From an optimization exercise on the open Yosys and OpenROAD flow, aimed at a short achievable clock period and few clock cycles per item; shortcuts taken in it are not production practice.
In this exercise RTL edits were held to simulation tests only and were not proved equivalent to the original.
Power is estimated from default activity; no workload was simulated.

==> trial 37: inputs <==
## pe_top
module pe_top
(
    input  logic         clk,
    input  logic         rst_n,            
    input  logic [65:0]  instr_i,          
    input  logic         instr_valid_i,
    output logic         instr_ready_o,
    input  logic [33:0]  fwd1_i,           
    input  logic [33:0]  fwd2_i,
    output logic         wb_cyc_o,
    output logic         wb_stb_o,
    output logic         wb_we_o,
    output logic [31:0]  wb_adr_o,
    output logic [31:0]  wb_dat_o,
    output logic [3:0]   wb_sel_o,
    input  logic         wb_ack_i,
    input  logic [31:0]  wb_dat_i,
    output logic [31:0]  result_o,
    output logic [8:0]   tgt1_o,           
    output logic [8:0]   tgt2_o,
    output logic         branch_o,
    output logic         term_o,
    output logic         done_o,
    output logic [5:0]   icount_o
);
    pe_core u_core (
        .clk(clk), .rst_n_i(rst_n), .instr_i(instr_i), .instr_valid_i(instr_valid_i),
        .instr_ready_o(instr_ready_o), .fwd1_i(fwd1_i), .fwd2_i(fwd2_i), .wb_cyc_o(wb_cyc_o),
        .wb_stb_o(wb_stb_o), .wb_we_o(wb_we_o), .wb_adr_o(wb_adr_o), .wb_dat_o(wb_dat_o),
  ...
clock: 7.0 ns
lec_check: 0
abc_clock_period_in_ps: 2000
cap_margin: 20
core_margin: 2
core_utilization: 70
cts_cluster_diameter: 150
cts_cluster_size: 60
setup_slack_margin: 5
slew_margin: 20
run.sh (not shown) runs the stock make flow with config.mk's settings and CLKGATE_MAP_FILE= SYNTH_SCRIPT=/design/flow/synth_recipe.tcl, a recipe that flattens the netlist after the stock synthesis.
==> trial 76 (differences from trial 37) <==
--- a/flow/design.v
+++ b/flow/design.v
@@ -4,13 +4,15 @@
     localparam int TA_W    = 6;     
     localparam int IMMLO_W = 6;
     localparam int IMMHI_W = 26;    
     localparam int OFFS_W  = 10;    
     localparam int CQ_AW   = 4;
     localparam int CQ_N    = 1 << CQ_AW;
-    localparam int MEM_MAX = 6;
+    localparam int MEM_MAX = 5;
+    localparam int MQ_AW   = 2;
+    localparam int MQ_N    = 1 << MQ_AW;
     localparam logic [2:0] OP_ALU      = 3'b000;
     localparam logic [2:0] OP_LOAD     = 3'b001;
     localparam logic [2:0] OP_STORE    = 3'b010;
     localparam logic [2:0] OP_PREFIX_I = 3'b100;
     localparam logic [2:0] OP_CTRL     = 3'b101;
     localparam logic [3:0] ALU_OR   = 4'd0;
@@ -290,79 +292,62 @@
     output logic                       fin_o,
     output logic [pe_pkg::CQ_AW-1:0]   fin_tag_o,
     output logic                       fin_ld_o,
     output logic [31:0]                fin_dat_o    
 );
     localparam int RW = 1 + 4 + 32 + 32 + 4 + pe_pkg::CQ_AW;    
-    localparam int QN = pe_pkg::MEM_MAX;    
-    logic [RW-1:0]  q_mem [QN];
-    logic [QN-1:0]  q_rp;
-    logic [QN-1:0]  q_wp;
-    logic [QN:0]    q_cnt;    
+    logic [RW-1:0]            q_mem [pe_pkg::MQ_N];
+    logic [pe_pkg::MQ_AW-1:0] q_rp;
+    logic [pe_pkg::MQ_AW-1:0] q_wp;
+    logic                     q_ne;    
     logic [RW-1:0]  in_req;
-    logic [RW-1:0]  head;     
-    logic [RW-1:0]  head2;    
+    logic [RW-1:0]  nxt;
+    logic [RW-1:0]  cur_q;    
     logic           cyc_q;
+    logic           launch;
+    logic           pop;
+    logic           push;
     assign in_req = {mwe_i, mfn_i, madr_i, mdat_i, msel_i, mtag_i};
     assign ack_o  = cyc_q && wb_ack_i;
-    always_comb
-    begin
-        head  = '0;
-        head2 = '0;
-        for (int i = 0; i < QN; i++)
-        begin
-            head  = head  | ({RW{q_rp[i]}} & q_mem[i]);
-            head2 = head2 | ({RW{q_rp[(i + QN - 1) % QN]}} & q_mem[i]);
-        end
-    end
-    logic [RW-1:0]  req_new;    
-    logic [RW-1:0]  out_ack;
-    logic [RW-1:0]  out_hold;
-    logic           cyc_ack;
-    logic           cyc_hold;
-    logic           ack;
-    assign req_new  = mv_i ? in_req : '0;
-    assign out_ack  = q_cnt[1] ? head2 : req_new;
-    assign out_hold = cyc_q ? head : req_new;
-    assign cyc_ack  = q_cnt[1] || mv_i;
-    assign cyc_hold = cyc_q || mv_i;
-    assign ack      = wb_ack_i && cyc_q;
+    assign launch = (!cyc_q || wb_ack_i) && (q_ne || mv_i);
+    assign nxt    = q_ne ? q_mem[q_rp] : in_req;
+    assign pop    = launch && q_ne;
+    assign push   = mv_i && !(launch && !q_ne);
     always_ff @(posedge clk)
     begin
         if (!rst_n_i)
         begin
-            q_rp     <= {{(QN-1){1'b0}}, 1'b1};
-            q_wp     <= {{(QN-1){1'b0}}, 1'b1};
-            q_cnt    <= '0;
+            q_rp     <= '0;
+            q_wp     <= '0;
+            q_ne     <= 1'b0;
             cyc_q    <= 1'b0;
             wb_cyc_o <= 1'b0;
             wb_stb_o <= 1'b0;
         end
         else
         begin
-            if (mv_i)
-                q_wp <= {q_wp[QN-2:0], q_wp[QN-1]};
-            if (ack)
-                q_rp <= {q_rp[QN-2:0], q_rp[QN-1]};
-            if (mv_i && !ack)
-                q_cnt <= {q_cnt[QN-1:0], 1'b1};
-            else if (!mv_i && ack)
-                q_cnt <= {1'b0, q_cnt[QN:1]};
-            cyc_q    <= wb_ack_i ? (cyc_q ? cyc_ack : cyc_hold) : cyc_hold;
-            wb_cyc_o <= wb_ack_i ? (wb_stb_o ? cyc_ack : cyc_hold) : (wb_stb_o || mv_i);
-            wb_stb_o <= wb_ack_i ? (wb_cyc_o ? cyc_ack : cyc_hold) : (wb_cyc_o || mv_i);
+            if (push)
+                q_wp <= q_wp + 1'b1;
+            if (pop)
+                q_rp <= q_rp + 1'b1;
+            if (push || pop)
+                q_ne <= push || ((q_rp + 1'b1) != q_wp);
+            cyc_q    <= launch || (cyc_q && !wb_ack_i);
+            wb_cyc_o <= launch || (cyc_q && !wb_ack_i);
+            wb_stb_o <= launch || (cyc_q && !wb_ack_i);
         end
     end
     always_ff @(posedge clk)
     begin
-        for (int i = 0; i < QN; i++)
-            if (mv_i && q_wp[i])
-                q_mem[i] <= in_req;
+        if (push)
+            q_mem[q_wp] <= in_req;
+        if (launch)
+            cur_q <= nxt;
     end
     logic [RW-1:0] out_d;
-    assign out_d = ack ? out_ack : out_hold;
+    assign out_d = launch ? nxt : ((cyc_q && !wb_ack_i) ? cur_q : '0);
     always_ff @(posedge clk)
     begin
         wb_we_o  <= out_d[RW-1];
         wb_adr_o <= out_d[RW-6 -: 32];
         wb_dat_o <= out_d[RW-38 -: 32];
         wb_sel_o <= out_d[pe_pkg::CQ_AW +: 4];
@@ -371,17 +356,17 @@
     logic [3:0]  ffn_q;
     always_ff @(posedge clk)
     begin
         if (!rst_n_i)
             fin_o <= 1'b0;
         else
-            fin_o <= ack;
+            fin_o <= ack_o;
         rdat_q    <= wb_dat_i;
-        fin_tag_o <= head[pe_pkg::CQ_AW-1:0];
-        fin_ld_o  <= !head[RW-1];
-        ffn_q     <= head[RW-2 -: 4];
+        fin_tag_o <= cur_q[pe_pkg::CQ_AW-1:0];
+        fin_ld_o  <= !cur_q[RW-1];
+        ffn_q     <= cur_q[RW-2 -: 4];
     end
     always_comb
     begin
         case (ffn_q)
             pe_pkg::MEM_B:  fin_dat_o = {{24{rdat_q[7]}}, rdat_q[7:0]};
             pe_pkg::MEM_H:  fin_dat_o = {{16{rdat_q[15]}}, rdat_q[15:0]};
@@ -426,29 +411,20 @@
     logic                      rdy_q;    
     logic                      ret;      
     logic                      acc_mem;
     logic                      all_full;
     logic                      mem_full;
     logic                      ready_d;
-    logic                      acc_p;       
-    logic                      acc_mem_p;
-    logic                      ready_p;
     assign accept_o = instr_valid_i && rdy_q;
     assign acc_mem  = accept_o &&
                       ((instr_op_i == pe_pkg::OP_LOAD) || (instr_op_i == pe_pkg::OP_STORE));
     assign all_full = (accept_o && !ret && all_q[CQ_N-2]) ||
                       ((accept_o == ret) && all_q[CQ_N-1]);
     assign mem_full = (acc_mem && !ack_i && mem_q[pe_pkg::MEM_MAX-2]) ||
                       ((acc_mem == ack_i) && mem_q[pe_pkg::MEM_MAX-1]);
     assign ready_d  = !all_full && !mem_full;
-    assign acc_p     = instr_valid_i && instr_ready_o;
-    assign acc_mem_p = acc_p &&
-                       ((instr_op_i == pe_pkg::OP_LOAD) || (instr_op_i == pe_pkg::OP_STORE));
-    assign ready_p   = !((acc_p && !ret && all_q[CQ_N-2]) || ((acc_p == ret) && all_q[CQ_N-1])) &&
-                       !((acc_mem_p && !ack_i && mem_q[pe_pkg::MEM_MAX-2]) ||
-                         ((acc_mem_p == ack_i) && mem_q[pe_pkg::MEM_MAX-1]));
     always_ff @(posedge clk)
     begin
         if (!rst_n_i)
         begin
             all_q         <= '0;
             mem_q         <= '0;
@@ -462,13 +438,13 @@
             else if (!accept_o && ret)
                 all_q <= {1'b0, all_q[CQ_N-1:1]};
             if (acc_mem && !ack_i)
                 mem_q <= {mem_q[pe_pkg::MEM_MAX-2:0], 1'b1};
             else if (!acc_mem && ack_i)
                 mem_q <= {1'b0, mem_q[pe_pkg::MEM_MAX-1:1]};
-            rdy_q         <= ready_p;
+            rdy_q         <= ready_d;
             instr_ready_o <= ready_d;
         end
     end
     logic [31:0]              res_q  [CQ_N];
     logic [MW-1:0]            meta_q [CQ_N];
     logic [CQ_N-1:0]          rr_q;       
==> flow/config.mk (replaced) <==
export PLATFORM = sky130hd
export DESIGN_NAME = pe_top
export DESIGN_NICKNAME = pe_top
export VERILOG_FILES = /design/flow/design.v
export SDC_FILE = /design/flow/constraint.sdc
export NUM_CORES = 4
export LEC_CHECK = 0
export ABC_CLOCK_PERIOD_IN_PS = 2000
export CAP_MARGIN = 20
export CORE_MARGIN = 2
export CORE_UTILIZATION = 55
export CTS_CLUSTER_DIAMETER = 60
export CTS_CLUSTER_SIZE = 30
export SETUP_SLACK_MARGIN = 5
export SLEW_MARGIN = 20
==> impl_metrics.toml <==
[grt]
grt_max_degree = 111
grt_use_total = 0.358
gr-usage-met1 = 0.474

[synthesis]
synth.avg_cell_area_um2 = 12.7
synthDistinctLibCells = 71
ys_seq_area_frac = 0.654
synth_top_cell_area_share = 0.480
synthAdderAreaFrac = 0.0146
synthCells = 6145
ys_top_cells_by_count = "edfxtp_1 (1249), dfxtp_1 (681), a21oi_1 (635)"
ys_seq_elements = 1930

[cts]
clkSinkCount = 1930
cts-buffers-inserted = 138
cts_resized = 1305

[outcome]
status = "finished clean"

[floorplan]
rows = 138

[placed_design]
place_inst = 7922
dp_hpwl_um = 139000
That was trial 76.
==> impl_metrics.toml <==
[outcome]
firstError = "[ERROR GRT-0232] Routing congestion too high. Check the congestion heatmap in the GUI."
status = "aborted with a tool error"
haltStage = "5_1_grt"

[cts]
cts-buffers-inserted = 39
clkSinkCount = 2021
cts_resized = 1454

[grt]
gr-usage-met1 = 0.811
grt_use_total = 0.800

[floorplan]
rows = 126

[placed_design]
dp_hpwl_um = 144000

[synthesis]
synthDistinctLibCells = 70
ys_seq_area_frac = 0.644
ys_top_cells_by_count = "edfxtp_1 (1324), a21oi_1 (757), dfxtp_1 (697)"
That was trial 37.
Testbench counts of trial 37, summed over its fixed seeds: cycles 3,647, instrs 3,200.
Testbench counts of trial 76, summed over its fixed seeds: cycles 3,686, instrs 3,200.


==> inputs of run H <==
pe_top, a different RTL version from the one above (not shown whole).
## pe_top
module pe_top
(
    input  logic         clk,
    input  logic         rst_n,            
    input  logic [65:0]  instr_i,          
    input  logic         instr_valid_i,
    output logic         instr_ready_o,
    input  logic [33:0]  fwd1_i,           
    input  logic [33:0]  fwd2_i,
    output logic         wb_cyc_o,
    output logic         wb_stb_o,
    output logic         wb_we_o,
    output logic [31:0]  wb_adr_o,
    output logic [31:0]  wb_dat_o,
    output logic [3:0]   wb_sel_o,
    input  logic         wb_ack_i,
    input  logic [31:0]  wb_dat_i,
    output logic [31:0]  result_o,
    output logic [8:0]   tgt1_o,           
    output logic [8:0]   tgt2_o,
    output logic         branch_o,
    output logic         term_o,
    output logic         done_o,
    output logic [5:0]   icount_o
);
export LEC_CHECK = 0
export ABC_CLOCK_PERIOD_IN_PS = 2000
export CAP_MARGIN = 20
export CORE_MARGIN = 2
export CORE_UTILIZATION = 55
export CTS_CLUSTER_DIAMETER = 60
export CTS_CLUSTER_SIZE = 30
export SETUP_SLACK_MARGIN = 5
export SLEW_MARGIN = 20
create_clock -name core_clock -period 7.0 [get_ports {clk}]
==> run M (differences from run H) <==
--- a/flow/config.mk
+++ b/flow/config.mk
@@ -7,5 +7,5 @@
 export LEC_CHECK = 0
 export ABC_CLOCK_PERIOD_IN_PS = 2000
-export CAP_MARGIN = 20
+export CAP_MARGIN = 30
 export CORE_MARGIN = 2
 export CORE_UTILIZATION = 55
@@ -13,3 +13,3 @@
 export CTS_CLUSTER_SIZE = 30
 export SETUP_SLACK_MARGIN = 5
-export SLEW_MARGIN = 20
+export SLEW_MARGIN = 30
==> notes.md <==
Clock power: run M is smaller than run H (about 0.6%). Sequential power is about the same in run H and run M. Against run H, the first-iteration DRC count of run M is smaller by about 10%. In die area, run M and run H do not differ. Against run M, the non-clock buffer count of run H is lower by 13. Of run M and run H, run H has the higher setup slack (gap 0.022 ns).
==> figures <==
item                                                                      run M                              run H
Switching share of power                                                  25.6%                              25.5%
Post-Route Skew                                                       0.0390 ns                          0.0412 ns
Total detailed-routing wirelength                                        341 mm                             350 mm
Slew at the pin with the worst max-slew slack                          0.801 ns                           0.840 ns
Power consumption                                                       24.8 mW                            24.9 mW
Worst setup startpoint                         u_core.u_seq.result_o[8]$_DFF_P_  u_core.u_seq.result_o[12]$_DFF_P_
Worst slack on hold paths                                              0.319 ns                           0.319 ns
Global routing usage on met2                                              60.2%                              60.1%
Worst setup path end                                                result_o[8]                       result_o[12]
Placement Cell Area                                                   89700 um2                          89300 um2
Outcome                                                          finished clean                     finished clean
Drt pass-1 iters                                                             14                                 17
Placed Cells incl. Taps                                                    8821                               8812
Testbench counts of run H, summed over its fixed seeds: cycles 3,625, instrs 3,200.
Testbench counts of run M, summed over its fixed seeds: cycles 3,625, instrs 3,200.

==> static timing again, ports no longer ideal <==
How much do the figures lean on ideal ports? The routed layouts below were timed once more, with nothing changed but the port constraints. Step 1, drivers: a clkbuf_16 drives clk and a buf_2 each remaining input, both assumed. Step 2, shift: input delay + t, output delay - t, t = (earliest + latest rising clock arrival at the registers) / 2. This alone moves slack from input paths to output paths. Three values: ideal ports, drivers, drivers and shift; two values: the first two.
run | shift t [ns] | setup WS [ns] | worst setup path at the end
trial 76 | 0.891 | 4.242 / 4.154 / 4.098 | input to register
run H | 0.913 | 4.186 / 4.100 / 3.441 | input to register
run M | 0.904 | 4.164 / 4.066 / 3.465 | input to register
After both steps every run listed still meets setup and hold. The setup slack of run H, which loses most, moves by -0.086 ns with the drivers and by -0.745 ns with both steps.
